This is an optimization exercise on Yosys and OpenROAD, whose aim is small area, not a production implementation. Where RTL was checked, it was by simulation tests only, not by an equivalence proof against the original. Function not checked in runs 7 and 8: the RTL went through the layout flow alone. No activity file was given, so power comes from the tool's default toggle rates. The clock port is modelled as an ideal driver; clocking choices that lean on that would not hold on a real chip.

$ cat flow/flow/run.sh
#!/bin/bash
# Standard layout, with the port buffers taken as the smallest buffer cell and
# a clock tree of larger sink clusters without dummy loads.
set -euo pipefail
export BUFFER_PORTS_ARGS="-buffer_cell sky130_fd_sc_hd__buf_1"
export CTS_ARGS="-sink_clustering_enable -repair_clock_nets -dont_use_dummy_load -sink_clustering_size 40 -sink_clustering_max_diameter 50 -buf_list sky130_fd_sc_hd__clkbuf_16"
bash standard.sh finish > standard.log 2>&1
$ cat flow/standard.sh
#!/bin/bash
# synth_recipe.tcl (not shown) runs the flow's synth.tcl, then flattens the netlist and writes it again
# the make line also repeats each setting of config.mk as NAME=value (left out here)
make -C /OpenROAD-flow-scripts/flow DESIGN_CONFIG=/design/flow/config.mk WORK_HOME=/design/flow/orfs CLKGATE_MAP_FILE= SYNTH_SCRIPT=/design/flow/synth_recipe.tcl "${@:-finish}"
$ cat flow/constraint.sdc
create_clock -name core_clock -period 6.5 [get_ports {clk}]
set_input_delay 1.3000 -clock core_clock [delete_from_list [all_inputs] [get_ports {clk}]]
set_output_delay 1.3000 -clock core_clock [all_outputs]
set_load 0.01 [all_outputs]
$ cat flow/config.mk
export PLATFORM = sky130hd
export DESIGN_NAME = sha256_msg_padder
export DESIGN_NICKNAME = sha256_msg_padder
export VERILOG_FILES = /design/flow/design.v
export SDC_FILE = /design/flow/constraint.sdc
export NUM_CORES = 4
export LEC_CHECK = 0
export CAP_MARGIN = 20
export CORE_AREA = 2 2 170 170
export DIE_AREA = 0 0 172 172
export SLEW_MARGIN = 20
$ cat flow/design.v
module sha256_msg_padder #(
  parameter int MAX_NIB = 128,
  parameter int CNT_W   = 8
) (
  input  logic         clk,
  input  logic         rst_n,
  input  logic         in_valid,
  output logic         in_ready,
  input  logic [3:0]   in_nibble,
  input  logic         in_last,
  output logic         blk_valid,
  input  logic         blk_ready,
  output logic [511:0] blk_data,
  output logic         blk_last,
  output logic [63:0]  msg_bits,
  output logic         ovf,
  output logic [1:0]   dbg_state
);
  logic         col_q;      
  logic         pad_q;      
  logic         off_q;      
  logic         mark_q;     
  logic         sec;        
  logic [6:0]   cnt;        
  logic [7:0]   len;        
  logic         ovf_q;
  logic [511:0] sr;
  logic [7:0]   cnt_inc;
  logic         two;        
  logic         fin;        
  logic         nib_xfer;
  logic         sh, hd;
  logic [3:0]   pad_nib;
  logic [3:0]   sh_in;
  logic         end_msg;
  logic         full;
  assign cnt_inc  = {1'b0, cnt} + 8'd1;
  assign full     = &cnt;
  assign two      = len[7] | (&len[6:4]);
  assign fin      = sec | ~two;
  assign in_ready = col_q;
  assign nib_xfer = col_q & in_valid;
  assign sh       = nib_xfer | pad_q;
  assign hd       = off_q | (col_q & ~in_valid);
  assign end_msg  = in_last | full;
  always_comb begin
    pad_nib = 4'h0;
    if (mark_q) begin
      pad_nib = 4'h8;
    end else if (fin && (cnt[6:2] == 5'h1f)) begin
      case (cnt[1:0])
        2'd1:    pad_nib = {2'b00, len[7:6]};
        2'd2:    pad_nib = len[5:2];
        2'd3:    pad_nib = {len[1:0], 2'b00};
        default: pad_nib = 4'h0;
      endcase
    end
  end
  assign sh_in = col_q ? in_nibble : pad_nib;
  always_ff @(posedge clk) begin
    sr <= ({512{sh}} & {sr[507:0], sh_in}) | ({512{hd}} & sr);
  end
  always_ff @(posedge clk) begin
    if (nib_xfer && end_msg) len <= cnt_inc;
  end
  always_ff @(posedge clk or negedge rst_n) begin
    if (!rst_n) begin
      col_q  <= 1'b1;
      pad_q  <= 1'b0;
      off_q  <= 1'b0;
      mark_q <= 1'b0;
      sec    <= 1'b0;
      cnt    <= '0;
      ovf_q  <= 1'b0;
    end else begin
      ovf_q <= nib_xfer & full & ~in_last;
      if (sh) cnt <= cnt_inc[6:0];
      if (nib_xfer && end_msg) begin
        col_q  <= 1'b0;
        pad_q  <= ~full;
        off_q  <= full;
        mark_q <= ~full;
      end
      if (pad_q) begin
        mark_q <= 1'b0;
        if (full) begin
          pad_q <= 1'b0;
          off_q <= 1'b1;
        end
      end
      if (off_q && blk_ready) begin
        off_q <= 1'b0;
        if (fin) begin
          col_q <= 1'b1;
          sec   <= 1'b0;
        end else begin
          pad_q  <= 1'b1;
          mark_q <= len[7];
          sec    <= 1'b1;
        end
      end
    end
  end
  assign blk_valid = off_q;
  assign blk_data  = sr;
  assign blk_last  = fin;
  assign msg_bits  = {54'd0, len, 2'b00};
  assign ovf       = ovf_q;
  assign dbg_state = {off_q & sec, off_q & ~sec};
endmodule
==> flow_metrics.env, run 1 <==
export IMPL_final_max_slew_viol_count=0
export IMPL_start_util=0.628
export IMPL_nFillCells=2195
export IMPL_die_y_um=172
export IMPL_routed_wl_mm=45.2
export IMPL_cap_violations=0
export IMPL_clock_path_buffers=3
export IMPL_multiInputGateArea_um2=5190
export IMPL_place_hpwl_mm=31.9
export IMPL_drive_above_1_share=0.0302
export IMPL_synth_area_leader_cell="dfxtp_1"
export IMPL_clock_latency_ps=510
export IMPL_fmax_mhz=332
export IMPL_cp_slowest_cell="buf_4"
export IMPL_powerDensity_nw_per_um2=271
export IMPL_hold_viol=0
export IMPL_nets=1770
export IMPL_ctsHoldBuffers=0
export IMPL_crit_path_cell_trace="buf_1 > nand2_1 > nand2b_4 > buf_4 > a22o_1"
export IMPL_seq_area_frac_synth=0.620
export IMPL_synth_warnings=1
export IMPL_first_pass_iters=5
export IMPL_cts_tree="done"
export IMPL_vias=12200
export IMPL_io_pins=591
export IMPL_layout_commonest_cell="buf_1"
export IMPL_cp_num_buf_inv=2
export IMPL_synth_flop_cell="dfxtp_1"
export IMPL_synth_top_area_frac=0.588
export IMPL_required_ps=6930
export IMPL_root_buffer="clkbuf_16"
export IMPL_gr_total_overflow=0
export IMPL_critPathArrivalTime_ps=3440
export IMPL_die_x_um=172
export IMPL_n_antenna_cell=0
export IMPL_ys_seq_elements=533
export IMPL_crit_type="in2reg"
export IMPL_viasPerCell=5.73
export IMPL_critPathCaptureType="register"
export IMPL_gp_congestion=0.849
export IMPL_cts_resized=0
export IMPL_status="complete, no violations"
export IMPL_track_usage=0.279
export IMPL_cp_max_fo=91
export IMPL_drc=0
export IMPL_p_leak_nw=7.43
export IMPL_grt_pass1_vias=10800
export IMPL_ir_drop_v=0.000205
export IMPL_synth_avg_cell_area_um2=13.5
export IMPL_clock_sinks=533
export IMPL_critPathTopFamily="buffers and inverters"
export IMPL_tightest_slew_ps=1120
export IMPL_drtIter0Drc=1126
export IMPL_grt_max_degree=257
export IMPL_setup_tns_ps=0
export IMPL_die_area_um2=29600
export IMPL_routedWlPerCell_um=21.2
export IMPL_synth_cells=1295
export IMPL_numPortBuffers=534
export IMPL_worstSetupStartpointType="input port"
export IMPL_synth_async_reset_ratio=0.0244
export IMPL_dpl_cell_area_um2=18600
export IMPL_path_clk_slew_ps=80
export IMPL_worst_clock_skew_ps=27.7
export IMPL_fin_util=0.702
export IMPL_post_cts_buffers=0
export IMPL_max_stage_delay_ps=810
export IMPL_cts_made_buffers=37
export IMPL_fin_area_um2=19500
export IMPL_final_cell_mix="buf_1 (534), dfxtp_1 (512), a22o_1 (508), conb_1 (56), clkbuf_16 (37)"
export IMPL_rsz0062_at_grt="no"
export IMPL_hold_slack_ps=467
export IMPL_antenna_found_initial=1
export IMPL_fin_crit_ps=3010
export IMPL_synth_edf_count=8
export IMPL_ant_nets=0
export IMPL_finalCritPeriodShare=0.463
export IMPL_r2r_slack_ps=3910
export IMPL_area_growth_synth_to_final_pct=11.9
export IMPL_setup_violations=0
export IMPL_grt_pass1_wl_mm=64.0
export IMPL_slew_headroom=0.257
export IMPL_rows=61
export IMPL_sequential_cell_area_um2=10800
export IMPL_yosys_top_cells_area="dfxtp_1 (59%), a22o_1 (26%), buf_6 (6.3%)"
export IMPL_ys_types=42
export IMPL_min_delay_path_class="reg2reg"
export IMPL_coreArea_um2=27800
export IMPL_cts_htree_levels=2
export IMPL_syn_cell_area_um2=17400
==> logic make-up after synthesis <==
group           count (synthesis)  share of synthesized area
simple gates                   33                    0.00947
mux                             3                    0.00194
flops                         533                      0.620
buf+inv                       178                     0.0953
fa+ha+maj                       4                    0.00287
other cells                     1                   0.000215
xor+xnor                       11                    0.00552
compound gates                532                      0.265
==> worst reg2reg max path: cells and delay by family, from the launching register on <==
kind            cells  cell delay [ps]
buf+inv             1              830
simple gates        2              750
compound gates      1              290
flops               1              650
==> through the flow <==
| step | instances | total power, mW | setup slack, ps |
|---|---|---|---|
| after floorplan | 1350 | 3.39 | 4280 |
| after global placement | 2096 | 3.37 | 3090 |
| after detailed placement | 2096 | 3.37 | 3040 |
| after CTS | 2133 | 5.35 | 3570 |
| after global routing | 2133 | 5.45 | 3320 |
| final | 2133 | 5.30 | 3490 |
==> synthesized netlist by cell type (4+ instances only) <==
cell type  count
o21ai_0        5
ha_1           4
nor2_1         7
xor2_1         5
inv_1          4
a22oi_1        7
a22o_1       508
buf_4         66
edfxtp_1       8
xnor2_1        6
buf_2          7
dfrtp_1       12
buf_6         98
nand2_1        9
dfxtp_1      512
==> routing by layer <==
layer / GRT usage / part of all wire
met1: 0.331 / 0.38
met2: 0.450 / 0.47
met3: 0.107 / 0.10
met4: 0.125 / 0.044
met5: 0 / 0.00024
==> cell type report <==
type,count,area share
timing repair buffer,541,0.107
tap,378,0.0242
clock buffer,37,0.0474
multi-input combinational,639,0.266
sequential,533,0.554
inverter,5,0.000962
==> registers in the layout, summed over array words and instances, names as in the netlist <==
name / flops
ovf_q: 1
pad_q: 1
sr: 512
cnt: 7
sec: 1
len: 8
mark_q: 1
col_q: 1
off_q: 1
==> power by group <==
group	internal, mW	leakage [nW]	switching [mW]
logic	0.00153	2.60	0.0186
clock network	1.01	0.456	0.997
registers	3.27	4.37	0
total	4.28	7.43	1.02
==> path summary, 6_finish.rpt <==
check                          from       to  cells past startpoint
hold reg to reg             sr[210]  sr[214]                      1
setup reg to reg              col_q  sr[195]                      4
hold / removal              sr[210]  sr[214]                      1
min in group asynchronous     rst_n   mark_q                      1
setup / recovery           in_valid  sr[195]                      5
max in group asynchronous     rst_n   cnt[3]                      1
==> inputs of run 2 (changes only) <==
==> flow/flow/run.sh (replaced) <==
#!/bin/bash
# Standard layout, with the port buffers taken as the smallest buffer cell and
# a clock tree of larger sink clusters without dummy loads.
set -euo pipefail
export BUFFER_PORTS_ARGS="-buffer_cell sky130_fd_sc_hd__buf_1"
export CTS_ARGS="-sink_clustering_enable -repair_clock_nets -dont_use_dummy_load -sink_clustering_size 35 -sink_clustering_max_diameter 60 -buf_list sky130_fd_sc_hd__clkbuf_16"
bash standard.sh finish > standard.log 2>&1
==> run 2 against run 1 <==
Against the previous run:
- critical path depth stayed put
- area after synthesis stayed put
- synthesized cell count is the same
- non-clock buffer count did not move
- die area is the same
- still clean on timing, DRC and antenna
- final cell count did not move
- critical path type unchanged
- first-iteration DRC count is 8.8% lower
- worst hold slack got worse by 21 ps
- highest routed layer unchanged
- global-route usage up 0.12 points
==> flow_metrics.env, run 2 <==
export IMPL_nFillCells=2210
export IMPL_slew_headroom=0.229
export IMPL_worstSetupStartpointType="input port"
export IMPL_setup_tns_ps=0
export IMPL_clock_latency_ps=520
export IMPL_hold_viol=0
export IMPL_rsz0062_at_grt="no"
export IMPL_grt_pass1_wl_mm=64.2
export IMPL_dpl_cell_area_um2=18600
export IMPL_place_hpwl_mm=31.9
export IMPL_critPathArrivalTime_ps=3450
export IMPL_synth_warnings=1
export IMPL_cts_resized=0
export IMPL_seq_area_frac_synth=0.620
export IMPL_worst_clock_skew_ps=49.9
export IMPL_die_x_um=172
export IMPL_grt_max_degree=257
export IMPL_drive_above_1_share=0.0302
export IMPL_hold_slack_ps=446
export IMPL_io_pins=591
export IMPL_p_leak_nw=7.43
export IMPL_fin_crit_ps=3000
export IMPL_fin_util=0.702
export IMPL_min_delay_path_class="reg2reg"
export IMPL_gr_total_overflow=0
export IMPL_path_clk_slew_ps=90
export IMPL_clock_sinks=533
export IMPL_routedWlPerCell_um=21.3
export IMPL_reg_largest_list="sr: 512 flops, len: 8 flops, cnt: 7 flops"
export IMPL_cap_violations=0
export IMPL_tightest_slew_ps=1160
export IMPL_yosys_top_cells_area="dfxtp_1 (59%), a22o_1 (26%), buf_6 (6.3%)"
export IMPL_die_y_um=172
export IMPL_synth_edf_count=8
export IMPL_n_antenna_cell=0
export IMPL_layout_commonest_cell="buf_1"
export IMPL_grt_pass1_vias=10800
export IMPL_start_util=0.628
export IMPL_cts_made_buffers=37
export IMPL_critPathCaptureType="register"
export IMPL_regMostFlops="sr"
export IMPL_ir_drop_v=0.000220
export IMPL_first_pass_iters=4
export IMPL_routed_wl_mm=45.5
export IMPL_drtIter0Drc=1027
export IMPL_synth_async_reset_ratio=0.0244
export IMPL_synth_cells=1295
export IMPL_viasPerCell=5.72
export IMPL_final_cell_mix="buf_1 (534), dfxtp_1 (512), a22o_1 (508), conb_1 (56), clkbuf_16 (37)"
export IMPL_fin_area_um2=19500
export IMPL_ys_types=42
export IMPL_setup_violations=0
export IMPL_top_layer_used="met5"
export IMPL_largest_reg_flops=512
export IMPL_synth_most_common_cell="dfxtp_1"
export IMPL_ys_top_cells_by_count="dfxtp_1 (512), a22o_1 (508), buf_6 (98)"
export IMPL_area_growth_synth_to_final_pct=11.9
export IMPL_root_buffer="clkbuf_16"
export IMPL_numPortBuffers=534
export IMPL_cts_htree_levels=2
export IMPL_cts_tree="done"
export IMPL_crit_type="in2reg"
export IMPL_finalCritPeriodShare=0.462
export IMPL_gp_congestion=0.849
export IMPL_rows=61
export IMPL_antenna_found_initial=1
export IMPL_coreArea_um2=27800
export IMPL_met1_length_mm=17.6
export IMPL_synth_flop_cell="dfxtp_1"
export IMPL_syn_cell_area_um2=17400
export IMPL_synth_area_leader_cell="dfxtp_1"
export IMPL_ys_seq_elements=533
export IMPL_drc=0
export IMPL_required_ps=6950
export IMPL_post_cts_buffers=0
export IMPL_track_usage=0.280
export IMPL_status="complete, no violations"
export IMPL_cp_max_fo=91
export IMPL_nets=1770
export IMPL_final_max_slew_viol_count=0
export IMPL_ctsHoldBuffers=0
export IMPL_die_area_um2=29600
export IMPL_routed_wl_met2_mm=21.4
export IMPL_powerDensity_nw_per_um2=272
export IMPL_synth_top_area_frac=0.588
export IMPL_ant_nets=0
export IMPL_vias=12200
export IMPL_fmax_mhz=333
export IMPL_synth_avg_cell_area_um2=13.5
export IMPL_clock_path_buffers=3
export IMPL_met3_wirelength_mm=4.53
run 2: cell counts in the layout (fill, tap and decap cells not counted):
Identical to the previous run, type by type.
run 2: logic make-up after synthesis:
logic type,synth area share
muxes,0.00194
adders and majority gates,0.00287
DFF,0.620
other,0.000215
xor gates and xnor gates,0.00552
buffers and inverters,0.0953
AOI/OAI and AO/OA,0.265
and+or+nand+nor,0.00947
run 2: critical path: stages:
cell and delay (ps):
buf_1 230, nand2_1 210, nand2b_4 580, buf_4 810, a22o_1 240
run 2: worst paths after layout:
check / startpoint / endpoint / slack (ps) / cells after the start
max in group asynchronous: rst_n / sec / 5160 / 1
min: sr[107] / sr[111] / 450 / 1
max: in_valid / sr[195] / 3500 / 5
min in group asynchronous: rst_n / cnt[6] / 830 / 1
max reg2reg: col_q / sr[195] / 3910 / 4
min reg2reg: sr[107] / sr[111] / 450 / 1
run 2: through the flow:
step | power (mW) | cells | setup WS [ps]
2_1_floorplan | 3.39 | 1350 | 4280
3_3_place_gp | 3.37 | 2096 | 3090
3_5_place_dp | 3.37 | 2096 | 3040
4_1_cts | 5.34 | 2133 | 3580
5_1_grt | 5.46 | 2133 | 3340
6_report | 5.31 | 2133 | 3500
run 2: area by class of cell:
| type | instances | area, um^2 | share of cell area |
|---|---|---|---|
| sequential | 533 | 10800 | 0.554 |
| tap | 378 | 473 | 0.0242 |
| inverter | 5 | 18.8 | 0.000962 |
| clock buffer | 37 | 926 | 0.0474 |
| timing repair buffer | 541 | 2090 | 0.107 |
| multi-input combinational | 639 | 5190 | 0.266 |
run 2: power by group:
part           internal [mW]  switching, mW  leakage (nW)
Combinational        0.00153         0.0186          2.60
Clock                   1.01           1.01         0.456
Sequential              3.27              0          4.37
run 2: routing by layer:
| layer | vias to the layer above | global-route usage |
|---|---|---|
| met5 | - | 0 |
| met4 | 2 | 0.121 |
| met3 | 89 | 0.106 |
| met2 | 434 | 0.453 |
| met1 | 5960 | 0.333 |
| li1 | 5712 | - |
==> inputs of run 3 (changes only) <==
==> flow/flow/run.sh (replaced) <==
#!/bin/bash
# Standard layout, with the port buffers taken as the smallest buffer cell and
# a clock tree of larger sink clusters without dummy loads.
set -euo pipefail
export BUFFER_PORTS_ARGS="-buffer_cell sky130_fd_sc_hd__buf_1"
export CTS_ARGS="-sink_clustering_enable -repair_clock_nets -dont_use_dummy_load -sink_clustering_size 32 -sink_clustering_max_diameter 100 -buf_list sky130_fd_sc_hd__clkbuf_16"
bash standard.sh finish > standard.log 2>&1
==> run 3 against run 2 <==
Against the previous run:
- worst setup slack improved by 40 ps
- maximum frequency increased by 1.3%
- sequential cell count unchanged
- clock skew decreased by 17 ps
- highest routed layer unchanged
==> flow_metrics.env, run 3 <==
export IMPL_p_leak_nw=7.22
export IMPL_sequential_cell_area_um2=10800
export IMPL_n_antenna_cell=0
export IMPL_hold_viol=0
export IMPL_p_switching_mw=0.936
export IMPL_cp_slowest_cell="buf_4"
export IMPL_worstSetupStartpointType="input port"
export IMPL_p_int_mw=3.83
export IMPL_finalWorstSetupSlack_ps=3540
export IMPL_die_area_um2=29600
export IMPL_start_util=0.628
export IMPL_crit_path_cell_trace="buf_1 > nand2_1 > nand2b_4 > buf_4 > a22o_1"
export IMPL_routedWlPerCell_um=21.2
export IMPL_power_frac_seq=0.686
export IMPL_ys_seq_elements=533
export IMPL_crit_path_start="in_valid"
export IMPL_synth_warnings=1
export IMPL_fin_util=0.687
export IMPL_status="complete, no violations"
export IMPL_tightest_slew_ps=1150
export IMPL_critPathArrivalTime_ps=3450
export IMPL_cts_htree_levels=1
export IMPL_synth_async_reset_ratio=0.0244
export IMPL_coreArea_um2=27800
export IMPL_numPortBuffers=534
export IMPL_gr_total_overflow=0
export IMPL_first_pass_iters=6
export IMPL_switching_share=0.196
export IMPL_synth_top_area_frac=0.588
export IMPL_ctsHoldBuffers=0
export IMPL_die_x_um=172
export IMPL_syn_cell_area_um2=17400
export IMPL_cts_made_buffers=20
export IMPL_fin_cells=2116
export IMPL_synth_flop_cell="dfxtp_1"
export IMPL_cp_max_fo=91
export IMPL_seq_area_frac_synth=0.620
export IMPL_ant_nets=0
export IMPL_min_delay_path_class="reg2reg"
export IMPL_placed_cells=2096
export IMPL_fin_area_um2=19100
export IMPL_drive_above_1_share=0.0207
export IMPL_regMostFlops="sr"
export IMPL_finalCritPeriodShare=0.455
export IMPL_grt_pass1_vias=10600
export IMPL_hp_start="sr[88]"
export IMPL_setup_tns_ps=0
export IMPL_post_cts_buffers=0
export IMPL_max_stage_delay_ps=820
export IMPL_synth_area_leader_cell="dfxtp_1"
export IMPL_clock_path_buffers=3
export IMPL_layout_commonest_cell="buf_1"
export IMPL_nets=1753
export IMPL_ir_drop_v=0.000244
export IMPL_largest_reg_flops=512
export IMPL_antenna_found_initial=1
export IMPL_synth_avg_cell_area_um2=13.5
export IMPL_ys_top_cells_by_count="dfxtp_1 (512), a22o_1 (508), buf_6 (98)"
export IMPL_cap_violations=0
export IMPL_die_y_um=172
export IMPL_final_max_slew_viol_count=0
export IMPL_viasPerCell=5.74
export IMPL_routed_wl_mm=44.9
export IMPL_slew_headroom=0.236
export IMPL_place_hpwl_mm=31.9
export IMPL_track_usage=0.276
export IMPL_grt_pass1_wl_mm=63.7
export IMPL_final_cell_mix="buf_1 (534), dfxtp_1 (512), a22o_1 (508), conb_1 (56), clkbuf_16 (20)"
export IMPL_clock_latency_ps=550
export IMPL_fin_crit_ps=2960
export IMPL_p_comb_frac=0.004
export IMPL_multiInputGateArea_um2=5190
export IMPL_rows=61
export IMPL_rr_startpoint="col_q"
export IMPL_fmax_mhz=338
export IMPL_cts_tree="done"
export IMPL_vias=12200
export IMPL_cts_resized=0
export IMPL_nFillCells=2257
export IMPL_p_clk_frac=0.310
export IMPL_total_power_mw=4.77
export IMPL_dp_worst_setup_slack_ps=3040
export IMPL_gp_congestion=0.849
export IMPL_crit_type="in2reg"
export IMPL_setup_violations=0
export IMPL_reg_largest_list="sr: 512 flops, len: 8 flops, cnt: 7 flops"
export IMPL_worst_clock_skew_ps=33.1
export IMPL_yosys_top_cells_area="dfxtp_1 (59%), a22o_1 (26%), buf_6 (6.3%)"
export IMPL_synth_edf_count=8
export IMPL_path_clk_slew_ps=120
export IMPL_required_ps=6990
export IMPL_hold_slack_ps=459
export IMPL_rsz0062_at_grt="no"
export IMPL_grt_max_degree=257
export IMPL_ys_types=42
export IMPL_powerDensity_nw_per_um2=250
export IMPL_synth_most_common_cell="dfxtp_1"
export IMPL_critPathCaptureType="register"
export IMPL_io_pins=591
export IMPL_synth_cells=1295
export IMPL_root_buffer="clkbuf_16"
export IMPL_dpl_cell_area_um2=18600
export IMPL_area_growth_synth_to_final_pct=9.44
export IMPL_clock_sinks=533
export IMPL_drtIter0Drc=1046
export IMPL_drc=0
run 3: changes by cell type in the layout (fill, tap and decap cells not counted):
cell	delta
clkbuf_16	-17
run 3: final timing paths:
kind	endpoint	slack, ps	cells past startpoint
min in group asynchronous	ovf_q	790	1
max in group asynchronous	cnt[0]	5200	1
max	sr[208]	3540	5
min	sr[92]	460	1
min reg2reg	sr[92]	460	1
max reg2reg	sr[208]	3890	4
run 3: critical path: cells and delay by family:
family                 cells  cell delay (ps)
AO/OA/AOI/OAI              1              240
buffers and inverters      2             1060
AND/OR/NAND/NOR            2              780
run 3: area by class of cell:
cell class | instances | share of cell area
Sequential cell | 533 | 0.567
Multi-Input combinational cell | 639 | 0.272
Timing Repair Buffer | 541 | 0.110
Clock buffer | 20 | 0.0262
Tap cell | 378 | 0.0248
Inverter | 5 | 0.000983
run 3: kinds of logic (layout without fill, tap and decap cells):
logic type,Yosys count,count (layout),share of synthesized area
other,1,56,0.000215
XOR/XNOR,11,11,0.00552
AO/OA/AOI/OAI,532,532,0.265
adder cells (fa/ha/maj),4,4,0.00287
AND/OR/NAND/NOR,33,33,0.00947
multiplexers,3,3,0.00194
buffers and inverters,178,566,0.0953
flip-flops,533,533,0.620
run 3: per-layer routing:
metal	share of wire	vias up	global-route usage
met1	0.39	5967	0.335
li1	-	5659	-
met2	0.47	443	0.447
met5	0.00031	-	0
met4	0.043	2	0.111
met3	0.096	80	0.0993
run 3: power groups by stage:
| stage | logic (mW) | registers (mW) | clock network, mW |
|---|---|---|---|
| finish | 0.0201 | 3.27 | 1.48 |
| floorplan | 0.0397 | 3.35 | 0 |
| CTS | 0.0191 | 3.27 | 1.50 |
| global route | 0.0232 | 3.27 | 1.61 |
| global placement | 0.0189 | 3.35 | 0 |
| detailed placement | 0.0190 | 3.35 | 0 |
==> inputs of run 4 (changes only) <==
==> flow/flow/run.sh (replaced) <==
#!/bin/bash
# Standard layout, with the port buffers taken as the smallest buffer cell and
# a clock tree of larger sink clusters without dummy loads.
set -euo pipefail
export BUFFER_PORTS_ARGS="-buffer_cell sky130_fd_sc_hd__buf_1"
export CTS_ARGS="-sink_clustering_enable -repair_clock_nets -dont_use_dummy_load -sink_clustering_size 34 -sink_clustering_max_diameter 90 -buf_list sky130_fd_sc_hd__clkbuf_16"
bash standard.sh finish > standard.log 2>&1
==> run 4 against run 3 <==
Against the previous run:
- still clean
- sequential power is essentially flat
- non-clock buffer count unchanged
- first-iteration DRC count grew 19%
- area after synthesis unchanged
- wire length is 0.26% higher
- highest routed layer is now met4
==> flow_metrics.env, run 4 <==
export IMPL_status="complete, no violations"
export IMPL_seq_area_frac_synth=0.620
export IMPL_ys_top_cells_by_count="dfxtp_1 (512), a22o_1 (508), buf_6 (98)"
export IMPL_crit_type="in2reg"
export IMPL_first_pass_iters=5
export IMPL_setup_violations=0
export IMPL_synth_most_common_cell="dfxtp_1"
export IMPL_ant_nets=0
export IMPL_grt_pass1_vias=10600
export IMPL_r2r_end="sr[232]"
export IMPL_die_x_um=172
export IMPL_final_cell_mix="buf_1 (534), dfxtp_1 (512), a22o_1 (508), conb_1 (56), clkbuf_16 (19)"
export IMPL_hold_viol=0
export IMPL_synth_flop_cell="dfxtp_1"
export IMPL_cts_htree_levels=1
export IMPL_tightest_slew_ps=1150
export IMPL_synth_async_reset_ratio=0.0244
export IMPL_start_util=0.628
export IMPL_worst_clock_skew_ps=27.2
export IMPL_critPathArrivalTime_ps=3440
export IMPL_antenna_found_initial=0
export IMPL_clock_latency_ps=530
export IMPL_final_max_slew_viol_count=0
export IMPL_coreArea_um2=27800
export IMPL_routedWlPerCell_um=21.3
export IMPL_rows=61
export IMPL_vias=12200
export IMPL_cp_max_fo=91
export IMPL_io_pins=591
export IMPL_path_clk_slew_ps=120
export IMPL_area_growth_synth_to_final_pct=9.30
export IMPL_yosys_top_cells_area="dfxtp_1 (59%), a22o_1 (26%), buf_6 (6.3%)"
export IMPL_ir_drop_v=0.000213
export IMPL_synth_area_leader_cell="dfxtp_1"
export IMPL_cts_made_buffers=19
export IMPL_ys_seq_elements=533
export IMPL_r2r_slack_ps=3910
export IMPL_fin_crit_ps=2950
export IMPL_setup_tns_ps=0
export IMPL_place_hpwl_mm=31.9
export IMPL_largest_reg_flops=512
export IMPL_fmax_mhz=339
export IMPL_clock_path_buffers=3
export IMPL_slew_headroom=0.230
export IMPL_die_area_um2=29600
export IMPL_numPortBuffers=534
export IMPL_worstSetupStartpointType="input port"
export IMPL_fin_util=0.686
export IMPL_top_layer_used="met4"
export IMPL_n_antenna_cell=0
export IMPL_gr_total_overflow=0
export IMPL_reg_largest_list="sr: 512 flops, len: 8 flops, cnt: 7 flops"
export IMPL_ctsHoldBuffers=0
export IMPL_synth_cells=1295
export IMPL_rr_startpoint="col_q"
export IMPL_drive_above_1_share=0.0201
export IMPL_ys_types=42
export IMPL_dpl_cell_area_um2=18600
export IMPL_p_leak_nw=7.20
export IMPL_post_cts_buffers=0
export IMPL_critPathCaptureType="register"
export IMPL_synth_top_area_frac=0.588
export IMPL_syn_cell_area_um2=17400
export IMPL_cap_violations=0
export IMPL_hold_slack_ps=468
export IMPL_required_ps=6980
export IMPL_grt_max_degree=257
export IMPL_finalCritPeriodShare=0.454
export IMPL_synth_avg_cell_area_um2=13.5
export IMPL_routed_wl_met2_mm=21.6
export IMPL_met3_wirelength_mm=3.97
export IMPL_track_usage=0.276
export IMPL_min_delay_path_class="reg2reg"
export IMPL_fin_area_um2=19100
export IMPL_drc=0
export IMPL_sequential_cell_area_um2=10800
export IMPL_grt_pass1_wl_mm=64.0
export IMPL_r2r_cells=4
export IMPL_powerDensity_nw_per_um2=249
export IMPL_hold_end="sr[92]"
export IMPL_rsz0062_at_grt="no"
export IMPL_viasPerCell=5.77
export IMPL_nFillCells=2251
export IMPL_hold_depth=1
export IMPL_gp_congestion=0.849
export IMPL_synth_edf_count=8
export IMPL_synth_warnings=1
export IMPL_die_y_um=172
export IMPL_clock_sinks=533
export IMPL_cts_resized=0
export IMPL_drtIter0Drc=1246
export IMPL_cts_tree="done"
export IMPL_root_buffer="clkbuf_16"
export IMPL_multiInputGateArea_um2=5190
export IMPL_layout_commonest_cell="buf_1"
export IMPL_met1_length_mm=17.8
export IMPL_routed_wl_mm=45.0
export IMPL_regMostFlops="sr"
export IMPL_nets=1752
export IMPL_hp_start="sr[88]"
==> run 4: cell counts after synthesis <==
Identical to the previous run, type by type.
==> run 4: stage by stage <==
| step | setup slack (ps) | power (mW) | std cells |
|---|---|---|---|
| 3_3_place_gp | 3090 | 3.37 | 2096 |
| 3_5_place_dp | 3040 | 3.37 | 2096 |
| 5_1_grt | 3380 | 4.88 | 2115 |
| 4_1_cts | 3610 | 4.77 | 2115 |
| 6_report | 3550 | 4.74 | 2115 |
| 2_1_floorplan | 4280 | 3.39 | 1350 |
==> run 4: worst max-delay path, stage by stage <==
cell	delay [ps]
buf_1	240
nand2_1	210
nand2b_4	570
buf_4	820
a22o_1	230
==> run 4: per-layer routing <==
layer,GRT usage,vias up
met3,0.0842,66
met2,0.458,431
li1,-,5675
met1,0.342,6034
met4,0.0961,0
met5,0,-
==> run 4: worst max path at each step <==
stage	startpoint	end
after detailed placement	in_valid	sr[195]
after floorplan	len[6]	blk_last
final	in_valid	sr[232]
after global routing	in_valid	sr[178]
after CTS	in_valid	sr[235]
after global placement	in_valid	sr[176]
==> run 4: cell type report <==
| cell class | instances | area share |
|---|---|---|
| clock buffers | 19 | 0.0249 |
| flip-flops and latches | 533 | 0.567 |
| inverters | 5 | 0.000984 |
| multi-input cells | 639 | 0.272 |
| repair buffers | 541 | 0.110 |
| well taps | 378 | 0.0248 |
==> run 4: cells by family (layout without fill, tap and decap cells) <==
family,count (synthesis),after routing,share of synthesized area
AO/OA/AOI/OAI,532,532,0.265
buffers and inverters,178,565,0.0953
flip-flops,533,533,0.620
other,1,56,0.000215
multiplexers,3,3,0.00194
XOR/XNOR,11,11,0.00552
AND/OR/NAND/NOR,33,33,0.00947
adder cells (fa/ha/maj),4,4,0.00287
==> run 4: report_power, final <==
group	internal, mW	leakage (nW)	switching [mW]
clock network	0.534	0.234	0.911
logic	0.00153	2.60	0.0186
registers	3.27	4.37	0
==> inputs of run 5 (changes only) <==
==> flow/flow/run.sh (replaced) <==
#!/bin/bash
# Standard layout, with the port buffers taken as the smallest buffer cell and
# a clock tree of larger sink clusters without dummy loads.
set -euo pipefail
export BUFFER_PORTS_ARGS="-buffer_cell sky130_fd_sc_hd__buf_1"
export CTS_ARGS="-sink_clustering_enable -repair_clock_nets -dont_use_dummy_load -sink_clustering_size 34 -sink_clustering_max_diameter 90 -buf_list \"sky130_fd_sc_hd__clkbuf_4 sky130_fd_sc_hd__clkbuf_8 sky130_fd_sc_hd__clkbuf_16\""
bash standard.sh finish > standard.log 2>&1
==> run 5 against run 4 <==
Against the previous run:
- non-clock buffer count did not move
- utilization stayed put
- largest power group unchanged
- still clean
- worst setup slack unchanged
- sequential cell count did not move
- critical path type unchanged
- clock skew stayed put
==> flow_metrics.env, run 5 <==
export IMPL_status="complete, no violations"
export IMPL_hold_viol=0
export IMPL_cp_max_fo=91
export IMPL_grt_pass1_vias=10600
export IMPL_clock_path_buffers=3
export IMPL_reg_largest_list="sr: 512 flops, len: 8 flops, cnt: 7 flops"
export IMPL_synthMuxAreaShare=0.00194
export IMPL_critPathCaptureType="register"
export IMPL_drive_above_1_share=0.0201
export IMPL_critPathTopFamily="buffers and inverters"
export IMPL_setup_violations=0
export IMPL_worstSetupStartpointType="input port"
export IMPL_cts_made_buffers=19
export IMPL_synth_simple_gate_area_frac=0.00947
export IMPL_required_ps=6980
export IMPL_coreArea_um2=27800
export IMPL_gp_congestion=0.849
export IMPL_routed_wl_mm=45.0
export IMPL_hold_end="sr[92]"
export IMPL_post_cts_buffers=0
export IMPL_routedWlPerCell_um=21.3
export IMPL_synth_avg_cell_area_um2=13.5
export IMPL_numPortBuffers=534
export IMPL_worst_clock_skew_ps=27.2
export IMPL_drc=0
export IMPL_final_max_slew_viol_count=0
export IMPL_r2r_slack_ps=3910
export IMPL_synth_cells=1295
export IMPL_synth_async_reset_ratio=0.0244
export IMPL_synth_warnings=1
export IMPL_nets=1752
export IMPL_synth_area_leader_cell="dfxtp_1"
export IMPL_cp_slowest_cell="buf_4"
export IMPL_grt_max_degree=257
export IMPL_p_leak_nw=7.20
export IMPL_start_util=0.628
export IMPL_multiInputGateArea_um2=5190
export IMPL_ys_seq_elements=533
export IMPL_critPathArrivalTime_ps=3440
export IMPL_gr_total_overflow=0
export IMPL_ir_drop_v=0.000213
export IMPL_hp_start="sr[88]"
export IMPL_rr_startpoint="col_q"
export IMPL_r2r_end="sr[232]"
export IMPL_setup_tns_ps=0
export IMPL_cts_tree="done"
export IMPL_layout_commonest_cell="buf_1"
export IMPL_vias=12200
export IMPL_synth_fa_ha_area_frac=0.00287
export IMPL_min_delay_path_class="reg2reg"
export IMPL_die_x_um=172
export IMPL_track_usage=0.276
export IMPL_synth_compound_area_frac=0.265
export IMPL_finalCritPeriodShare=0.454
export IMPL_sequential_cell_area_um2=10800
export IMPL_powerDensity_nw_per_um2=249
export IMPL_area_growth_synth_to_final_pct=9.30
export IMPL_first_pass_iters=5
export IMPL_tightest_slew_ps=1150
export IMPL_io_pins=591
export IMPL_ant_nets=0
export IMPL_crit_type="in2reg"
export IMPL_ctsHoldBuffers=0
export IMPL_finalWorstSetupSlack_ps=3550
export IMPL_ys_types=42
export IMPL_dp_worst_setup_slack_ps=3040
export IMPL_grt_pass1_wl_mm=64.0
export IMPL_max_stage_delay_ps=820
export IMPL_regMostFlops="sr"
export IMPL_viasPerCell=5.77
export IMPL_hold_depth=1
export IMPL_place_hpwl_mm=31.9
export IMPL_root_buffer="clkbuf_16"
export IMPL_synth_most_common_cell="dfxtp_1"
export IMPL_nFillCells=2251
export IMPL_antenna_found_initial=0
export IMPL_rsz0062_at_grt="no"
export IMPL_die_area_um2=29600
export IMPL_r2r_cells=4
export IMPL_slew_headroom=0.230
export IMPL_n_antenna_cell=0
export IMPL_crit_path_cell_trace="buf_1 > nand2_1 > nand2b_4 > buf_4 > a22o_1"
export IMPL_cap_violations=0
export IMPL_synth_top_area_frac=0.588
export IMPL_cts_resized=0
export IMPL_rows=61
export IMPL_clock_latency_ps=530
export IMPL_path_clk_slew_ps=120
export IMPL_yosys_top_cells_area="dfxtp_1 (59%), a22o_1 (26%), buf_6 (6.3%)"
export IMPL_seq_area_frac_synth=0.620
export IMPL_synth_xor_area_frac=0.00552
export IMPL_cp_num_buf_inv=2
export IMPL_clock_sinks=533
export IMPL_cp_depth=5
export IMPL_final_cell_mix="buf_1 (534), dfxtp_1 (512), a22o_1 (508), conb_1 (56), clkbuf_16 (19)"
export IMPL_die_y_um=172
export IMPL_cts_htree_levels=1
export IMPL_fin_crit_ps=2950
export IMPL_drtIter0Drc=1246
export IMPL_synth_edf_count=8
export IMPL_syn_cell_area_um2=17400
export IMPL_synth_flop_cell="dfxtp_1"
export IMPL_largest_reg_flops=512
export IMPL_ys_top_cells_by_count="dfxtp_1 (512), a22o_1 (508), buf_6 (98)"
export IMPL_fmax_mhz=339
export IMPL_synth_top_family_by_area="compound AO/OA/AOI/OAI gates"
run 5: area by class of cell:
cell class                 count  area share
sequential                   533       0.567
tap                          378      0.0248
clock buffer                  19      0.0249
inverter                       5    0.000984
multi-input combinational    639       0.272
timing repair buffer         541       0.110
run 5: per-stage QoR:
stage	utilization	hold WS, ps	std cells	instance area [um^2]	total power, mW
global placement	0.669	459	2096	18600	3.37
detailed placement	0.669	466	2096	18600	3.37
floorplan	-	479	1350	17700	3.39
finish	0.686	468	2115	19100	4.74
CTS	0.686	473	2115	19100	4.77
global route	0.686	496	2115	19100	4.88
run 5: cell families after synthesis:
logic type               count (synthesis)
AO/OA/AOI/OAI                          532
XOR/XNOR                                11
adder cells (fa/ha/maj)                  4
buffers and inverters                  178
flip-flops                             533
multiplexers                             3
other                                    1
AND/OR/NAND/NOR                         33
run 5: how the worst max path moves through the flow:
stage               startpoint  endpoint
floorplan               len[6]  blk_last
global placement      in_valid   sr[176]
detailed placement    in_valid   sr[195]
CTS                   in_valid   sr[235]
global route          in_valid   sr[178]
finish                in_valid   sr[232]
run 5: worst register-to-register path, delay by kind of cell, from the launching register on:
family / cells / cell delay, ps
AOI/OAI and AO/OA: 1 / 270
buffers and inverters: 1 / 840
DFF: 1 / 670
and+or+nand+nor: 2 / 760
run 5: report_power, final:
part | switching, mW | total, mW | internal [mW]
combinational | 0.0186 | 0.0201 | 0.00153
clock | 0.911 | 1.45 | 0.534
sequential | 0 | 3.27 | 3.27
run 5: routing by layer:
layer  part of all wire  track usage  vias to the layer above
met5                  0            0                        -
met4              0.036       0.0961                        0
met3              0.088       0.0842                       66
met2               0.48        0.458                      431
met1               0.40        0.342                     6034
li1                   -            -                     5675
==> inputs of run 6 (changes only) <==
==> flow/flow/run.sh (replaced) <==
#!/bin/bash
# Standard layout, with the port buffers taken as the smallest buffer cell and
# a clock tree of larger sink clusters without dummy loads.
set -euo pipefail
export BUFFER_PORTS_ARGS="-buffer_cell sky130_fd_sc_hd__buf_1"
export CTS_ARGS="-sink_clustering_enable -repair_clock_nets -dont_use_dummy_load -sink_clustering_size 34 -sink_clustering_max_diameter 90 -buf_list sky130_fd_sc_hd__clkbuf_16 -root_buf sky130_fd_sc_hd__clkbuf_4"
bash standard.sh finish > standard.log 2>&1
==> run 6 against run 5 <==
Against the previous run:
- still clean
- clock skew grew 1.6 ps
- clock-buffer cell count is the same
- worst hold slack improved by 1.3 ps
==> flow_metrics.env, run 6 <==
export IMPL_status="complete, no violations"
export IMPL_p_switching_mw=0.920
export IMPL_die_area_um2=29600
export IMPL_fin_cells=2116
export IMPL_grt_max_degree=257
export IMPL_power_frac_seq=0.703
export IMPL_nFillCells=2257
export IMPL_regMostFlops="sr"
export IMPL_synth_async_reset_ratio=0.0244
export IMPL_nets=1752
export IMPL_p_comb_frac=0.004
export IMPL_synth_avg_cell_area_um2=13.5
export IMPL_track_usage=0.275
export IMPL_coreArea_um2=27800
export IMPL_worstSetupStartpointType="register"
export IMPL_ys_types=42
export IMPL_switching_share=0.198
export IMPL_fmax_mhz=325
export IMPL_drive_above_1_share=0.0201
export IMPL_viasPerCell=5.72
export IMPL_clock_path_buffers=3
export IMPL_synth_compound_area_frac=0.265
export IMPL_final_cell_mix="buf_1 (534), dfxtp_1 (512), a22o_1 (508), conb_1 (56), clkbuf_16 (16)"
export IMPL_synth_edf_count=8
export IMPL_ys_top_cells_by_count="dfxtp_1 (512), a22o_1 (508), buf_6 (98)"
export IMPL_synthMuxAreaShare=0.00194
export IMPL_crit_type="reg2out"
export IMPL_first_pass_iters=5
export IMPL_cp_max_fo=6
export IMPL_cp_slowest_cell="edfxtp_1"
export IMPL_drc=0
export IMPL_yosys_top_cells_area="dfxtp_1 (59%), a22o_1 (26%), buf_6 (6.3%)"
export IMPL_routed_wl_mm=44.9
export IMPL_place_hpwl_mm=31.9
export IMPL_rows=61
export IMPL_drtIter0Drc=1091
export IMPL_required_ps=5200
export IMPL_start_util=0.628
export IMPL_dpl_cell_area_um2=18600
export IMPL_p_clk_frac=0.293
export IMPL_synth_most_common_cell="dfxtp_1"
export IMPL_synth_xor_area_frac=0.00552
export IMPL_syn_cell_area_um2=17400
export IMPL_routedWlPerCell_um=21.2
export IMPL_ctsHoldBuffers=0
export IMPL_grt_pass1_wl_mm=63.5
export IMPL_fin_area_um2=19000
export IMPL_cap_violations=0
export IMPL_post_cts_buffers=0
export IMPL_io_pins=591
export IMPL_die_y_um=172
export IMPL_finalCritPeriodShare=0.473
export IMPL_gr_total_overflow=0
export IMPL_cts_htree_levels=1
export IMPL_p_leak_nw=7.18
export IMPL_fin_crit_ps=3070
export IMPL_synth_fa_ha_area_frac=0.00287
export IMPL_vias=12100
export IMPL_synth_area_leader_cell="dfxtp_1"
export IMPL_synth_top_area_frac=0.588
export IMPL_cts_tree="done"
export IMPL_numPortBuffers=534
export IMPL_p_int_mw=3.74
export IMPL_ant_nets=0
export IMPL_tightest_slew_ps=1110
export IMPL_cp_num_buf_inv=1
export IMPL_slew_headroom=0.261
export IMPL_seq_area_frac_synth=0.620
export IMPL_clock_latency_ps=750
export IMPL_powerDensity_nw_per_um2=245
export IMPL_cts_resized=0
export IMPL_placed_cells=2096
export IMPL_ys_seq_elements=533
export IMPL_crit_path_cell_trace="a31oi_1 > or2_2 > buf_1"
export IMPL_critPathCaptureType="output pin"
export IMPL_worst_clock_skew_ps=28.8
export IMPL_setup_tns_ps=0
export IMPL_hold_viol=0
export IMPL_die_x_um=172
export IMPL_layout_commonest_cell="buf_1"
export IMPL_synth_warnings=1
export IMPL_synth_top_family_by_area="compound AO/OA/AOI/OAI gates"
export IMPL_path_clk_slew_ps=120
export IMPL_synth_simple_gate_area_frac=0.00947
export IMPL_area_growth_synth_to_final_pct=9.01
export IMPL_finalWorstSetupSlack_ps=3430
export IMPL_critPathArrivalTime_ps=1770
export IMPL_dp_worst_setup_slack_ps=3040
export IMPL_final_max_slew_viol_count=0
export IMPL_rsz0062_at_grt="no"
export IMPL_grt_pass1_vias=10600
export IMPL_min_delay_path_class="reg2reg"
export IMPL_antenna_found_initial=2
export IMPL_ir_drop_v=0.000178
export IMPL_clock_sinks=533
export IMPL_setup_violations=0
export IMPL_root_buffer="clkbuf_4"
export IMPL_gp_congestion=0.849
export IMPL_critPathTopFamily="flip-flops"
export IMPL_largest_reg_flops=512
export IMPL_cts_made_buffers=19
export IMPL_synth_cells=1295
export IMPL_max_stage_delay_ps=450
export IMPL_synth_flop_cell="dfxtp_1"
export IMPL_reg_largest_list="sr: 512 flops, len: 8 flops, cnt: 7 flops"
==> run 6: kinds of logic (layout without fill, tap and decap cells) <==
| group | count (synthesis) | count (layout) |
|---|---|---|
| buffers and inverters | 178 | 565 |
| muxes | 3 | 3 |
| other | 1 | 57 |
| and+or+nand+nor | 33 | 33 |
| AOI/OAI and AO/OA | 532 | 532 |
| DFF | 533 | 533 |
| xor gates and xnor gates | 11 | 11 |
| adders and majority gates | 4 | 4 |
==> run 6: metrics by stage <==
stage                util  hold slack [ps]  power (mW)
floorplan               -              479        3.39
global placement    0.669              459        3.37
detailed placement  0.669              466        3.37
CTS                 0.684              473        4.69
global route        0.684              498        4.79
finish              0.684              469        4.66
==> run 6: area by class of cell <==
class	count	area, um^2	area share
Timing Repair Buffer	541	2090	0.110
Tap cell	378	473	0.0249
Clock buffer	19	423	0.0222
Multi-Input combinational cell	639	5190	0.273
Inverter	5	18.8	0.000987
Antenna cell	1	2.50	0.000132
Sequential cell	533	10800	0.569
==> run 6: final timing paths <==
| kind | depth (start not counted) | to | slack (ps) | start |
|---|---|---|---|---|
| setup reg to reg | 4 | sr[232] | 3900 | col_q |
| hold reg to reg | 1 | sr[92] | 470 | sr[88] |
| setup / recovery | 3 | blk_last | 3430 | len[6] |
| hold / removal | 1 | sr[92] | 470 | sr[88] |
| min in group asynchronous | 1 | mark_q | 590 | rst_n |
| max in group asynchronous | 1 | cnt[4] | 5430 | rst_n |
==> run 6: metal layers <==
| layer | part of all wire | vias up | GRT usage | wire, um |
|---|---|---|---|---|
| met3 | 0.094 | 77 | 0.0952 | 4200 |
| met5 | 0.00025 | - | 0 | 11 |
| met1 | 0.39 | 5939 | 0.334 | 17400 |
| met4 | 0.043 | 2 | 0.110 | 1910 |
| met2 | 0.48 | 418 | 0.449 | 21400 |
| li1 | - | 5667 | - | - |
==> run 6: power by group through the flow <==
stage / Clock, mW / Combinational (mW) / Sequential, mW
global placement: 0 / 0.0189 / 3.35
global route: 1.50 / 0.0232 / 3.27
floorplan: 0 / 0.0397 / 3.35
finish: 1.36 / 0.0201 / 3.27
CTS: 1.40 / 0.0191 / 3.27
detailed placement: 0 / 0.0190 / 3.35
==> run 6: worst register-to-register path: stages, from the launching register on <==
cell	delay, ps
dfstp_2	670
nand2_1	190
nand2b_4	580
buf_4	850
a22o_1	260
==> inputs of run 7 (changes only) <==
--- a/flow/design.v
+++ b/flow/design.v
@@ -16,7 +16,7 @@
   output logic         ovf,
   output logic [1:0]   dbg_state
 );
-  logic         col_q;      
+  logic         col;        
   logic         pad_q;      
   logic         off_q;      
   logic         mark_q;     
@@ -38,10 +38,11 @@
   assign full     = &cnt;
   assign two      = len[7] | (&len[6:4]);
   assign fin      = sec | ~two;
-  assign in_ready = col_q;
-  assign nib_xfer = col_q & in_valid;
+  assign col      = ~pad_q & ~off_q;
+  assign in_ready = col;
+  assign nib_xfer = col & in_valid;
   assign sh       = nib_xfer | pad_q;
-  assign hd       = off_q | (col_q & ~in_valid);
+  assign hd       = off_q | (col & ~in_valid);
   assign end_msg  = in_last | full;
   always_comb begin
     pad_nib = 4'h0;
@@ -56,7 +57,7 @@
       endcase
     end
   end
-  assign sh_in = col_q ? in_nibble : pad_nib;
+  assign sh_in = col ? in_nibble : pad_nib;
   always_ff @(posedge clk) begin
     sr <= ({512{sh}} & {sr[507:0], sh_in}) | ({512{hd}} & sr);
   end
@@ -65,7 +66,6 @@
   end
   always_ff @(posedge clk or negedge rst_n) begin
     if (!rst_n) begin
-      col_q  <= 1'b1;
       pad_q  <= 1'b0;
       off_q  <= 1'b0;
       mark_q <= 1'b0;
@@ -76,7 +76,6 @@
       ovf_q <= nib_xfer & full & ~in_last;
       if (sh) cnt <= cnt_inc[6:0];
       if (nib_xfer && end_msg) begin
-        col_q  <= 1'b0;
         pad_q  <= ~full;
         off_q  <= full;
         mark_q <= ~full;
@@ -91,7 +90,6 @@
       if (off_q && blk_ready) begin
         off_q <= 1'b0;
         if (fin) begin
-          col_q <= 1'b1;
           sec   <= 1'b0;
         end else begin
           pad_q  <= 1'b1;
==> flow/flow/run.sh (replaced) <==
#!/bin/bash
# Standard layout, with the port buffers taken as the smallest buffer cell and
# a clock tree of larger sink clusters without dummy loads.
set -euo pipefail
export BUFFER_PORTS_ARGS="-buffer_cell sky130_fd_sc_hd__buf_1"
export CTS_ARGS="-sink_clustering_enable -repair_clock_nets -dont_use_dummy_load -sink_clustering_size 30 -sink_clustering_max_diameter 80 -buf_list sky130_fd_sc_hd__clkbuf_16"
bash standard.sh finish > standard.log 2>&1
==> run 7 against run 6 <==
Against the previous run:
- via count is 2.3% higher
- critical path type is now in2reg
- global-route usage is 0.40 points higher
- maximum frequency is 3.7% lower
- first-iteration DRC count is 4.1% higher
- still clean on timing, DRC and antenna
- clock power is 12% higher
==> flow_metrics.env, run 7 <==
export IMPL_clock_path_buffers=3
export IMPL_reg_largest_list="sr: 512 flops, len: 8 flops, cnt: 7 flops"
export IMPL_cp_max_fo=199
export IMPL_powerDensity_nw_per_um2=298
export IMPL_setup_violations=0
export IMPL_max_stage_delay_ps=660
export IMPL_largest_reg_flops=512
export IMPL_hold_depth=1
export IMPL_path_clk_slew_ps=110
export IMPL_synth_async_reset_ratio=0.0226
export IMPL_synth_top_area_frac=0.598
export IMPL_viasPerCell=5.81
export IMPL_r2r_slack_ps=3670
export IMPL_hold_end="sr[240]"
export IMPL_area_growth_synth_to_final_pct=12.2
export IMPL_synth_flop_cell="dfxtp_1"
export IMPL_crit_type="in2reg"
export IMPL_cp_num_buf_inv=2
export IMPL_n_antenna_cell=0
export IMPL_hold_viol=0
export IMPL_required_ps=6890
export IMPL_post_cts_buffers=0
export IMPL_vias=12400
export IMPL_routedWlPerCell_um=21.1
export IMPL_die_y_um=172
export IMPL_grt_max_degree=286
export IMPL_synth_cells=1311
export IMPL_die_x_um=172
export IMPL_clock_latency_ps=540
export IMPL_ys_top_cells_by_count="a22o_1 (512), dfxtp_1 (512), buf_4 (78)"
export IMPL_fin_crit_ps=3190
export IMPL_ys_types=39
export IMPL_grt_pass1_wl_mm=64.9
export IMPL_clock_sinks=532
export IMPL_cts_made_buffers=21
export IMPL_yosys_top_cells_area="dfxtp_1 (60%), a22o_1 (26%), buf_4 (3.4%)"
export IMPL_coreArea_um2=27800
export IMPL_p_leak_nw=7.38
export IMPL_grt_pass1_vias=10800
export IMPL_synth_warnings=1
export IMPL_tightest_slew_ps=872
export IMPL_fmax_mhz=313
export IMPL_ys_seq_elements=532
export IMPL_drc=0
export IMPL_r2r_cells=4
export IMPL_ctsHoldBuffers=0
export IMPL_crit_path_cell_trace="buf_1 > nand2b_2 > nand2_8 > buf_12 > o21ai_0"
export IMPL_nets=1766
export IMPL_slew_headroom=0.419
export IMPL_first_pass_iters=5
export IMPL_finalCritPeriodShare=0.491
export IMPL_cts_htree_levels=1
export IMPL_seq_area_frac_synth=0.630
export IMPL_fin_util=0.692
export IMPL_placed_cells=2107
export IMPL_synth_area_leader_cell="dfxtp_1"
export IMPL_critPathArrivalTime_ps=3580
export IMPL_place_hpwl_mm=31.5
export IMPL_antenna_found_initial=0
export IMPL_start_util=0.617
export IMPL_gr_total_overflow=0
export IMPL_r2r_end="cnt[1]"
export IMPL_synth_edf_count=8
export IMPL_worst_clock_skew_ps=26.4
export IMPL_rr_startpoint="pad_q"
export IMPL_io_pins=591
export IMPL_nFillCells=2237
export IMPL_critPathCaptureType="register"
export IMPL_gp_congestion=0.895
export IMPL_ir_drop_v=0.000191
export IMPL_rows=61
export IMPL_syn_cell_area_um2=17100
export IMPL_die_area_um2=29600
export IMPL_final_cell_mix="buf_1 (534), a22o_1 (512), dfxtp_1 (512), conb_1 (56), clkbuf_16 (21)"
export IMPL_numPortBuffers=534
export IMPL_cts_tree="done"
export IMPL_min_delay_path_class="reg2reg"
export IMPL_fin_cells=2129
export IMPL_worstSetupStartpointType="input port"
export IMPL_hp_start="sr[236]"
export IMPL_setup_tns_ps=0
export IMPL_synth_avg_cell_area_um2=13.1
export IMPL_critPathTopFamily="buffers and inverters"
export IMPL_rsz0062_at_grt="no"
export IMPL_ant_nets=0
export IMPL_drive_above_1_share=0.0188
export IMPL_root_buffer="clkbuf_16"
export IMPL_status="complete, no violations"
export IMPL_routed_wl_mm=44.9
export IMPL_final_max_slew_viol_count=0
export IMPL_regMostFlops="sr"
export IMPL_drtIter0Drc=1136
export IMPL_layout_commonest_cell="buf_1"
export IMPL_track_usage=0.279
export IMPL_cap_violations=0
export IMPL_cp_slowest_cell="nand2_8"
export IMPL_cts_resized=0
-- run 7: changes by cell type in the layout (fill, tap and decap cells not counted), moves of 3 or more --
cell | previous run | this run
a22oi_1 | 7 | 1
nand3_1 | 3 | 9
o2111ai_1 | 0 | 6
and3b_1 | 0 | 5
clkbuf_16 | 16 | 21
a22o_1 | 508 | 512
o21ai_0 | 5 | 9
and4b_1 | 0 | 3
buf_4 | 4 | 1
clkbuf_4 | 3 | 0
mux2_2 | 3 | 0
nor2b_1 | 1 | 4
xnor2_1 | 6 | 9
xor2_1 | 5 | 2
-- run 7: routing by layer --
metal	part of all wire	track usage	routed length, um
met1	0.40	0.360	18200
met2	0.47	0.442	21000
met3	0.089	0.0847	4020
met4	0.039	0.107	1760
met5	0	0	0
-- run 7: through the flow --
| stage | hold WS, ps | total power, mW | instance area [um^2] | setup WS [ps] |
|---|---|---|---|---|
| 2_1_floorplan | 521 | 4.13 | 17300 | 4220 |
| 3_3_place_gp | 459 | 4.27 | 18700 | 2900 |
| 3_5_place_dp | 467 | 4.29 | 18700 | 2820 |
| 4_1_cts | 497 | 5.76 | 19200 | 3350 |
| 5_1_grt | 509 | 5.98 | 19200 | 3180 |
| 6_report | 500 | 5.74 | 19200 | 3310 |
-- run 7: kinds of logic after synthesis --
logic type,Yosys count,synth area share
AOI/OAI and AO/OA,536,0.271
DFF,532,0.630
buffers and inverters,180,0.0740
and+or+nand+nor,47,0.0162
xor gates and xnor gates,11,0.00562
adders and majority gates,4,0.00292
other,1,0.000219
-- run 7: layout make-up --
type | count | area (um^2) | share of cell area
multi-input combinational | 654 | 5300 | 0.276
timing repair buffer | 540 | 2120 | 0.110
inverter | 4 | 15.0 | 0.000781
tap | 378 | 473 | 0.0246
clock buffer | 21 | 526 | 0.0273
sequential | 532 | 10800 | 0.561
-- run 7: power breakdown --
group          total, mW  internal, mW  switching (mW)
sequential          3.60          3.44           0.165
clock               1.52         0.586           0.933
combinational      0.615         0.229           0.385
-- run 7: worst register-to-register path, cell delays in order (launching register included) --
cell and delay, ps:
dfrtp_1 690, inv_1 320, nand2_8 690, buf_12 650
o21ai_0 350
-- run 7: worst max-delay path by stage --
stage / from / to / slack (ps) / cells past startpoint
5_1_grt: in_valid / sr[283] / 3180 / 5
6_report: in_valid / cnt[1] / 3310 / 5
4_1_cts: len[7] / blk_last / 3350 / 3
3_3_place_gp: in_valid / cnt[1] / 2900 / 5
2_1_floorplan: len[4] / blk_last / 4220 / 2
3_5_place_dp: in_valid / cnt[1] / 2820 / 5
==> inputs of run 8 (changes only) <==
--- a/flow/config.mk
+++ b/flow/config.mk
@@ -5,6 +5,7 @@
 export SDC_FILE = /design/flow/constraint.sdc
 export NUM_CORES = 4
 export LEC_CHECK = 0
+export ABC_AREA = 1
 export CAP_MARGIN = 20
 export CORE_AREA = 2 2 170 170
 export DIE_AREA = 0 0 172 172
==> run 8 against run 7 <==
Against the previous run:
- utilization grew 2.0 points
- worst hold slack worse by 26 ps
- die area did not move
- area after synthesis increased by 2.1%
- maximum frequency grew 8.9%
- power up 71%
- sequential cell count unchanged
- critical endpoint is now blk_last
- largest power group unchanged
==> flow_metrics.env, run 8 <==
export IMPL_min_delay_path_class="reg2reg"
export IMPL_cts_tree="done"
export IMPL_die_area_um2=29600
export IMPL_cts_htree_levels=1
export IMPL_critPathCaptureType="output pin"
export IMPL_drc=0
export IMPL_io_pins=591
export IMPL_cp_max_fo=4
export IMPL_rows=61
export IMPL_required_ps=5200
export IMPL_post_cts_buffers=0
export IMPL_gp_congestion=0.946
export IMPL_clock_path_buffers=3
export IMPL_fin_crit_ps=2930
export IMPL_fin_area_um2=19800
export IMPL_ctsHoldBuffers=0
export IMPL_clock_latency_ps=550
export IMPL_yosys_top_cells_area="dfxtp_1 (59%), o22ai_1 (18%), inv_1 (11%)"
export IMPL_drive_above_1_share=0.0140
export IMPL_routed_wl_met2_mm=22.4
export IMPL_seq_area_frac_synth=0.617
export IMPL_die_y_um=172
export IMPL_viasPerCell=5.14
export IMPL_ys_top_cells_by_count="inv_1 (525), dfxtp_1 (512), o22ai_1 (501)"
export IMPL_powerDensity_nw_per_um2=495
export IMPL_place_hpwl_mm=34.4
export IMPL_layout_commonest_cell="buf_1"
export IMPL_synth_flop_cell="dfxtp_1"
export IMPL_cap_violations=0
export IMPL_met1_length_mm=17.6
export IMPL_crit_type="reg2out"
export IMPL_routedWlPerCell_um=17.6
export IMPL_synth_top_area_frac=0.586
export IMPL_drtIter0Drc=1023
export IMPL_vias=13700
export IMPL_critPathArrivalTime_ps=1630
export IMPL_setup_violations=0
export IMPL_path_clk_slew_ps=110
export IMPL_finalWorstSetupSlack_ps=3570
export IMPL_grt_pass1_vias=12500
export IMPL_dpl_cell_area_um2=19200
export IMPL_synth_cells=1842
export IMPL_numPortBuffers=534
export IMPL_tightest_slew_ps=1160
export IMPL_p_leak_nw=7.14
export IMPL_fin_cells=2670
export IMPL_total_power_mw=9.79
export IMPL_finalCritPeriodShare=0.451
export IMPL_final_cell_mix="buf_1 (534), inv_1 (525), dfxtp_1 (512), o22ai_1 (501)"
export IMPL_final_max_slew_viol_count=0
export IMPL_setup_tns_ps=0
export IMPL_gr_total_overflow=0
export IMPL_first_pass_iters=7
export IMPL_regMostFlops="sr"
export IMPL_grt_max_degree=274
export IMPL_fin_util=0.712
export IMPL_cts_resized=0
export IMPL_synth_async_reset_ratio=0.0226
export IMPL_coreArea_um2=27800
export IMPL_met3_wirelength_mm=4.63
export IMPL_cts_made_buffers=21
export IMPL_antenna_found_initial=4
export IMPL_track_usage=0.295
export IMPL_synth_most_common_cell="inv_1"
export IMPL_root_buffer="clkbuf_16"
export IMPL_worstSetupStartpointType="register"
export IMPL_ir_drop_v=0.000405
export IMPL_synth_avg_cell_area_um2=9.49
export IMPL_hold_viol=0
export IMPL_largest_reg_flops=512
export IMPL_placed_cells=2646
export IMPL_routed_wl_mm=47.0
export IMPL_slew_headroom=0.230
export IMPL_area_growth_synth_to_final_pct=13.1
export IMPL_clock_sinks=532
export IMPL_fmax_mhz=341
export IMPL_reg_largest_list="sr: 512 flops, len: 8 flops, cnt: 7 flops"
export IMPL_ant_nets=0
export IMPL_synth_area_leader_cell="dfxtp_1"
export IMPL_ys_seq_elements=532
export IMPL_top_layer_used="met5"
export IMPL_worst_clock_skew_ps=24.6
export IMPL_synth_warnings=1
export IMPL_start_util=0.629
export IMPL_synth_edf_count=8
export IMPL_nets=2304
export IMPL_status="complete, no violations"
export IMPL_rsz0062_at_grt="no"
export IMPL_ys_types=24
export IMPL_grt_pass1_wl_mm=67.7
export IMPL_hold_slack_ps=474
export IMPL_dp_worst_setup_slack_ps=3080
export IMPL_die_x_um=172
export IMPL_syn_cell_area_um2=17500
## run 8: layout make-up
class	count	area (um^2)
Antenna cell	3	7.51
Clock buffer	21	526
Fill cell	2298	8000
Inverter	527	1980
Multi-Input combinational cell	669	3910
Sequential cell	532	10800
Tap cell	378	473
Timing Repair Buffer	540	2100
## run 8: kinds of logic (layout without fill, tap and decap cells)
family / after synthesis / count (layout) / synth area share
AOI/OAI and AO/OA: 523 / 523 / 0.186
xor gates and xnor gates: 5 / 5 / 0.00250
adders and majority gates: 4 / 4 / 0.00286
buffers and inverters: 696 / 1088 / 0.172
DFF: 532 / 532 / 0.617
other: 1 / 59 / 0.000214
and+or+nand+nor: 81 / 81 / 0.0190
## run 8: worst paths after layout
kind                            startpoint       end  slack (ps)  depth (start not counted)
worst max-delay path                len[7]  blk_last        3570                          4
worst min-delay path               sr[510]   sr[510]         470                          2
worst max register to register       off_q    cnt[5]        3930                          8
worst min register to register     sr[510]   sr[510]         470                          2
max in group asynchronous            rst_n    cnt[1]        5280                          1
min in group asynchronous            rst_n    cnt[5]         770                          1
## run 8: routing by layer
metal | up-vias | global-route usage
met5 | - | 0.0122
met4 | 6 | 0.134
met3 | 107 | 0.106
met2 | 469 | 0.497
met1 | 6351 | 0.336
li1 | 6791 | -
## run 8: worst max-delay path, cell delays in order, from the launching register on
cell and delay, ps:
edfxtp_1 480, inv_1 80, nand2_1 80, nand2_1 140
buf_1 300
## run 8: report_power, final
| group | internal [mW] | leakage (nW) | switching (mW) |
|---|---|---|---|
| registers | 4.32 | 4.39 | 0.541 |
| logic | 1.05 | 2.49 | 2.36 |
| clock network | 0.586 | 0.259 | 0.933 |
| total | 5.95 | 7.14 | 3.84 |

## static timing again, ports no longer ideal
How much do the figures lean on ideal ports? The routed layouts below were timed once more, with nothing changed but the port constraints.
Step 1 sets driving cells, clkbuf_16 on the clock port and buf_2 on the other inputs (assumed; they add their load-dependent delay and slew).
Step 2, shift: input delay + t, output delay - t, t = (earliest + latest rising clock arrival at the registers) / 2. This alone moves slack from input paths to output paths.
Three values: ideal ports, drivers, drivers and shift; two values: the first two.
run	t, ns	setup WS [ns]	hold slack, ns
run 1	0.556	3.492 / 3.499 / 2.943	0.467 / 0.467 / 0.467
run 2	0.547	3.500 / 3.503 / 2.956	0.446 / 0.446 / 0.446
run 3	0.583	3.539 / 3.547 / 2.964	0.459 / 0.459 / 0.459
run 4	0.573	3.546 / 3.551 / 2.979	0.468 / 0.468 / 0.468
run 5	0.573	3.546 / 3.551 / 2.979	0.468 / 0.468 / 0.468
run 6	0.784	3.427 / 3.378 / 2.979	0.469 / 0.469 / 0.469
run 7	0.580	3.309 / 3.305 / 2.729	0.500 / 0.500 / 0.500
run 8	0.591	3.569 / 3.516 / 3.130	0.474 / 0.474 / 0.474
After both steps setup and hold are still met in every run listed. For run 7, which loses most, drivers alone change the setup slack by -0.004 ns; drivers and shift together by -0.580 ns.
